From an optimization exercise on the open Yosys and OpenROAD flow, aimed at small area, a short achievable clock period and few clock cycles; shortcuts taken in it are not production practice.
Function was checked by simulation only, so behaviour that the tests miss may differ from the original.
Power is estimated from default activity; no workload was simulated.

// sha1_byte_stream_digest
module sha1_byte_stream_digest
#(parameter int FB = 8)          
(
  input  logic      clk,
  input  logic      rst_n,
  input  logic      in_valid,
  output logic      in_ready,
  input  logic [8:0]  in_data,
  output logic      out_valid,
  input  logic      out_ready,
  output logic [36:0] out_data
);
  localparam logic [159:0] H_INIT = {H4_INIT, H3_INIT, H2_INIT, H1_INIT, H0_INIT};
  logic [7:0]  wb_r [4];        
  logic [1:0]  bpos_r;          
  logic        wfull_r;         
  logic        finp_r;          
  logic        finp_rep_r;      
  logic        fin_r;           
  logic        nonempty_r;      
  logic        cstart_r;        
  logic        inc_r, newm_r;   
  logic [60:0] total_r;         
  logic [31:0] fq_r [FB];       
  logic [3:0]  fcnt_r;
  logic        fnz_r;           
  logic        fnf_r;           
  logic        fwr, fpop;
  logic [3:0]  fcnt_n;
  logic [31:0] dword;
  logic        sat_r;           
  logic        in_ready_r;      
  logic        olast_r;         
  logic [6:0]  p_r;             
  ...
Size: ~4100 cells after synthesis, about 1300 flip-flops, ~52 I/O pins, roughly 0.059 mm2 of cells after synthesis.
clock: 9.0 ns
lec_check: 0
cap_margin: 20
core_margin: 2
core_utilization: 40
setup_slack_margin: 5
slew_margin: 20
run.sh (not shown) runs the stock make flow with config.mk's settings and CLKGATE_MAP_FILE= SYNTH_SCRIPT=/design/flow/synth_recipe.tcl, a recipe that flattens the netlist after the stock synthesis.
The baseline went through all stages and came out clean.
Testbench counts at the start, summed over its fixed seeds: cycles 27,482.
Then changed:
- CORE_UTILIZATION: 40 -> 55
- CTS_CLUSTER_DIAMETER: default -> 100
- CTS_CLUSTER_SIZE: default -> 24
=> Setup slack improves by 0.0051 ns. First-iteration DRC count is higher by roughly a tenth. Routed wire length is lower by a few percent. Final cell count is lower by roughly a tenth. Total power is lower by roughly a tenth. Sequential power barely changes. Design area is lower by a few percent.

========
sha1_byte_stream_digest, a different RTL version from the one above (not shown whole).
Size in the first run: about 3600 cells after synthesis, roughly 1100 flip-flops, about 52 I/O pins, ~48000 um2 of cells after synthesis.
## sha1_byte_stream_digest
module sha1_byte_stream_digest
(
  input  logic      clk,
  input  logic      rst_n,
  input  logic      in_valid,
  output logic      in_ready,
  input  logic [8:0]  in_data,
  output logic      out_valid,
  input  logic      out_ready,
  output logic [36:0] out_data
);
  localparam logic [159:0] H_INIT = {H4_INIT, H3_INIT, H2_INIT, H1_INIT, H0_INIT};
  logic [7:0]  wb_r [4];        
  logic [1:0]  bpos_r;          
  logic        wfull_r;         
  logic        finp_r;          
  logic        finp_rep_r;      
  logic        fin_r;           
  logic        nonempty_r;      
  logic        cstart_r;        
  logic        inc_r, newm_r;   
  logic [60:0] total_r;         
  logic        sat_r;           
  logic        in_ready_r;      
  logic        olast_r;         
  logic [6:0]  p_r;             
  logic        pad_r;           
  logic        padfirst_r;      
  logic        lenok_r;         
  logic        pfinal_r;        
  logic        wpend_r;         
  logic [6:0]  r_r;             
  logic [1:0]  gsel_r;          
  logic [1:0]  gsel2_r;         
  logic        r79_r;           
  logic        plt16_r;         
  logic        drot_r;          
  logic        acc_r;           
  logic        inj_r;           
  logic [2:0]  ic_r;            
  logic        hwr_r;           
  logic        rfirst_r;        
  logic        rfinal_r;        
  logic [31:0] h_r [5];
  logic [31:0] s_r;             
  logic [31:0] hr_r;            
  logic [4:0]  hsel_r;          
  logic        hcon_r;          
  logic        hprep_r;         
  logic        fin_inflight_r;  
  logic        oprep_r;         
  logic        out_busy_r;
  logic [2:0]  out_idx_r;
  logic        out_empty_r;
  ...
clock: 9.0 ns
lec_check: 0
cap_margin: 20
core_margin: 2
core_utilization: 40
setup_slack_margin: 5
slew_margin: 20
The baseline produced a clean layout.
Testbench counts at the start, summed over its fixed seeds: cycles 34,281.
Edit:
==> flow/flow/run.sh (new file) <==
#!/bin/bash
bash standard.sh SETUP_SLACK_MARGIN=6 finish > standard.log 2>&1
==> flow/standard.sh (new file) <==
#!/bin/bash
# synth_recipe.tcl (not shown) runs the flow's synth.tcl, then flattens the netlist and writes it again
# the make line also repeats each setting of config.mk as NAME=value (left out here)
make -C /OpenROAD-flow-scripts/flow DESIGN_CONFIG=/design/flow/config.mk WORK_HOME=/design/flow/orfs CLKGATE_MAP_FILE= SYNTH_SCRIPT=/design/flow/synth_recipe.tcl "${@:-finish}"
removed: flow/run.sh
Routed wire length goes up by a few percent; non-clock buffer count goes up by 183; setup slack degrades by 0.051 ns; combinational power goes up by a quarter to a third; clock power goes down by a few percent; die area is unchanged; first-iteration DRC count goes up by a few percent; global-route usage goes up by 0.84 points.

========
sha1_byte_stream_digest, a different RTL version from the one above (not shown whole).
Size in the first run: ~4800 cells after synthesis, roughly 1100 flip-flops, about 51000 um2 of cells after synthesis.
export LEC_CHECK = 0
export ABC_AREA = 1
export CAP_MARGIN = 20
export CORE_MARGIN = 2
export CORE_UTILIZATION = 40
export SETUP_SLACK_MARGIN = 5
export SLEW_MARGIN = 20
create_clock -name core_clock -period 9.0 [get_ports {clk}]
Stock flow here: none of the scripts above is used.
The first run finished with slew limit left.
Testbench counts at the start, summed over its fixed seeds: cycles 34,281.
==> next run, changes <==
--- a/flow/config.mk
+++ b/flow/config.mk
@@ -6,5 +6,4 @@
 export NUM_CORES = 4
 export LEC_CHECK = 0
-export ABC_AREA = 1
 export CAP_MARGIN = 20
 export CORE_MARGIN = 2
The changed run completed without violations.
Routed wire length decreases by 19%.
Combinational power decreases by about 3%.
Count of clock-buffer cells in the layout decreases by 7.
Sequential cell count stays the same.
Worst setup slack loses 130 ps.

========
Another version of the RTL of sha1_byte_stream_digest (not shown whole).
For scale: ~3500 cells after synthesis, roughly 52 I/O pins, ~48000 sq um of cells after synthesis.
clock: 9.0 ns
lec_check: 0
cap_margin: 20
core_margin: 2
core_utilization: 55
cts_cluster_diameter: 100
cts_cluster_size: 28
setup_slack_margin: 5
slew_margin: 20
The starting point completed with no timing, DRC or antenna violations.
Testbench counts at the start, summed over its fixed seeds: cycles 34,281.
Edit:
--- a/flow/config.mk
+++ b/flow/config.mk
@@ -11,2 +10,0 @@
-export CTS_CLUSTER_DIAMETER = 100
-export CTS_CLUSTER_SIZE = 28
Clock power came out higher by well over a third.
Total power came out higher by roughly a tenth.
Die area does not change.
Worst setup slack improved by 0.023 ns.
Sequential power is about the same.
Critical path depth came out lower by 11.
Design area came out higher by a few percent.
Edit:
--- a/flow/config.mk
+++ b/flow/config.mk
@@ -10 +10,3 @@
-export CORE_UTILIZATION = 55
+export CORE_UTILIZATION = 70
+export CTS_CLUSTER_DIAMETER = 100
+export CTS_CLUSTER_SIZE = 24
Register-to-register slack loses 0.03 ns.
Wire length is lower by a few percent.
Via count is higher slightly.
Sequential share of layout area increases by 2.7 points.
Maximum frequency is lower slightly.
First-iteration DRC count came out higher by a quarter to a third.
Clock power decreases by well over a third.
Utilization climbs by 14 points.
Power decreases by roughly a tenth.
Combinational power stays flat.
Synthesized cell count stays the same.
Edit:
==> flow/flow/run.sh (new file) <==
#!/bin/bash
bash standard.sh SETUP_SLACK_MARGIN=6 finish > standard.log 2>&1
==> flow/standard.sh (new file) <==
#!/bin/bash
# synth_recipe.tcl (not shown) runs the flow's synth.tcl, then flattens the netlist and writes it again
# the make line also repeats each setting of config.mk as NAME=value (left out here)
make -C /OpenROAD-flow-scripts/flow DESIGN_CONFIG=/design/flow/config.mk WORK_HOME=/design/flow/orfs CLKGATE_MAP_FILE= SYNTH_SCRIPT=/design/flow/synth_recipe.tcl "${@:-finish}"
--- a/flow/config.mk
+++ b/flow/config.mk
@@ -10,3 +10 @@
-export CORE_UTILIZATION = 70
-export CTS_CLUSTER_DIAMETER = 100
-export CTS_CLUSTER_SIZE = 24
+export CORE_UTILIZATION = 40
removed: flow/run.sh
Design area rose by 14%.
Utilization goes down by 27 points.
Via count climbs by 0.55%.
Power goes up by 26%.
Sequential share of layout area is lower by 7.5 points.
Wire length goes up by 5.3%.
Final cell count rises by 24%.
Non-clock buffer count goes up by 210.
Maximum frequency came out higher by 9.4%.
Global-route usage went down by 13 points.
Hold slack is worse by 0.032 ns.

========
== before ==
sha1_byte_stream_digest, a different RTL version from the one above (not shown whole).
For scale: roughly 3500 cells after synthesis, about 1100 flip-flops, roughly 52 I/O pins, ~48000 um2 of cells after synthesis.
Settings: LEC_CHECK=0, CAP_MARGIN=20, CORE_MARGIN=2, CORE_UTILIZATION=40, SETUP_SLACK_MARGIN=5, SLEW_MARGIN=20; clock period 9.0 ns.
Stock flow here: none of the scripts above is used.
Testbench counts of before, summed over its fixed seeds: cycles 34,281.
--- input diff before..after ---
# before
export LEC_CHECK = 0
export CAP_MARGIN = 20
export CORE_MARGIN = 2
export CORE_UTILIZATION = 40
export SETUP_SLACK_MARGIN = 5
export SLEW_MARGIN = 20
create_clock -name core_clock -period 9.0 [get_ports {clk}]
# after
export LEC_CHECK = 0
export CAP_MARGIN = 20
export CORE_MARGIN = 2
export CORE_UTILIZATION = 55
export CTS_CLUSTER_DIAMETER = 100
export CTS_CLUSTER_SIZE = 24
export SETUP_SLACK_MARGIN = 5
export SLEW_MARGIN = 20
create_clock -name core_clock -period 9.0 [get_ports {clk}]
## What came out
[diff] wire length, after relative to before: regression
Higher met3 track utilization from global routing was reported by before, not after.
The worst hold slack of after and that of before are within noise of each other.
Of before and after, the run reporting the higher post-detailed-placement cell area was before.
[compare] base=before new=after: post-route fraction of the period consumed by the critical path rose 1.0 points; number of clock buffers in the layout down about 45%; full die area went down; multi-input combinational cell area decreased 0.41%.
Combinational power sits lower in after than in before.

========
RTL: one of the versions met above, not the one the previous note started from.
For scale: about 3500 cells after synthesis.
Settings: LEC_CHECK=0, CAP_MARGIN=20, CORE_MARGIN=2, CORE_UTILIZATION=55, CTS_CLUSTER_DIAMETER=60, CTS_CLUSTER_SIZE=30, SETUP_SLACK_MARGIN=5, SLEW_MARGIN=20; clock period 9.0 ns.
The first run finished with timing, DRC and antenna clean.
Testbench counts at the start, summed over its fixed seeds: cycles 34,281.
Edit:
- CORE_UTILIZATION: 55 -> 40
- CTS_CLUSTER_DIAMETER: 60 -> default
- CTS_CLUSTER_SIZE: 30 -> default
Result: Setup slack is better by 0.049 ns; total power rose by 2.5%; sequential share of layout area drops by 1.1 points; clock-buffer cell count grows by 51.
Edit:
- CORE_UTILIZATION: 40 -> 55
- CTS_CLUSTER_DIAMETER: default -> 100
- CTS_CLUSTER_SIZE: default -> 24
Effect: The changed run finished with timing, DRC and antenna clean. Sequential cell count stays the same. Clock power falls by well over a third. Core utilization rose by 14 points. Routed wire length barely changes. Combinational power hardly moves. Non-clock buffer count goes down by 5. Final area came out lower by a few percent. Global-route usage rises by 7.0 points. Sequential share of layout area is higher by 3.0 points.

==> re-timing with driven ports <==
No port has a modelled driver above. Below, the same layouts with a new extraction and two added sets of constraints. Step 1 assumes that a clkbuf_16 drives the clock port and a buf_2 every other input. Step 2 times the ports against the registers' clock, not the clock port: input delays grow and output delays shrink by t, the midpoint of the rising clock arrivals with the driver on. Slacks: ideal ports / drivers / drivers and shift; pairs: ideal ports / drivers.
| run | t (ns) | setup WS [ns] | cell pins on the clock port's net |
|---|---|---|---|
| the first run of note 1 | 0.827 | 5.051 / 5.051 / 4.516 | 1 |
| the second run of note 1 | 0.732 | 5.056 / 5.056 / 4.808 | 1 |
| the first run of note 2 | 0.756 | 4.816 / 4.816 / 4.816 | 1 |
| the second run of note 2 | 0.744 | 4.765 / 4.765 / 4.765 | 1 |
| the first run of note 3 | 0.791 | 5.224 / 5.148 / 5.118 | 1 |
| the second run of note 3 | 0.765 | 5.094 / 5.094 / 4.721 | 1 |
| the first run of note 4 | 0.700 | 5.108 / 5.108 / 5.040 | 1 |
| the second run of note 4 | 0.764 | 5.132 / 5.059 / 5.085 | 1 |
| the third run of note 4 | 0.698 | 5.060 / 4.994 / 5.109 | 1 |
| the fourth run of note 4 | 0.775 | 5.399 / 5.399 / 5.363 | 1 |
| before | 0.778 | 5.131 / 5.131 / 5.131 | 1 |
| after | 0.718 | 5.041 / 5.041 / 5.041 | 1 |
| the first run of note 6 | 0.745 | 5.077 / 5.077 / 5.077 | 1 |
| the second run of note 6 | 0.792 | 5.125 / 5.050 / 5.147 | 1 |
| the third run of note 6 | 0.740 | 5.128 / 5.079 / 5.119 | 1 |
For the first run of note 1, which loses most, drivers alone change the setup slack by 0.000 ns; drivers and shift together by -0.535 ns.
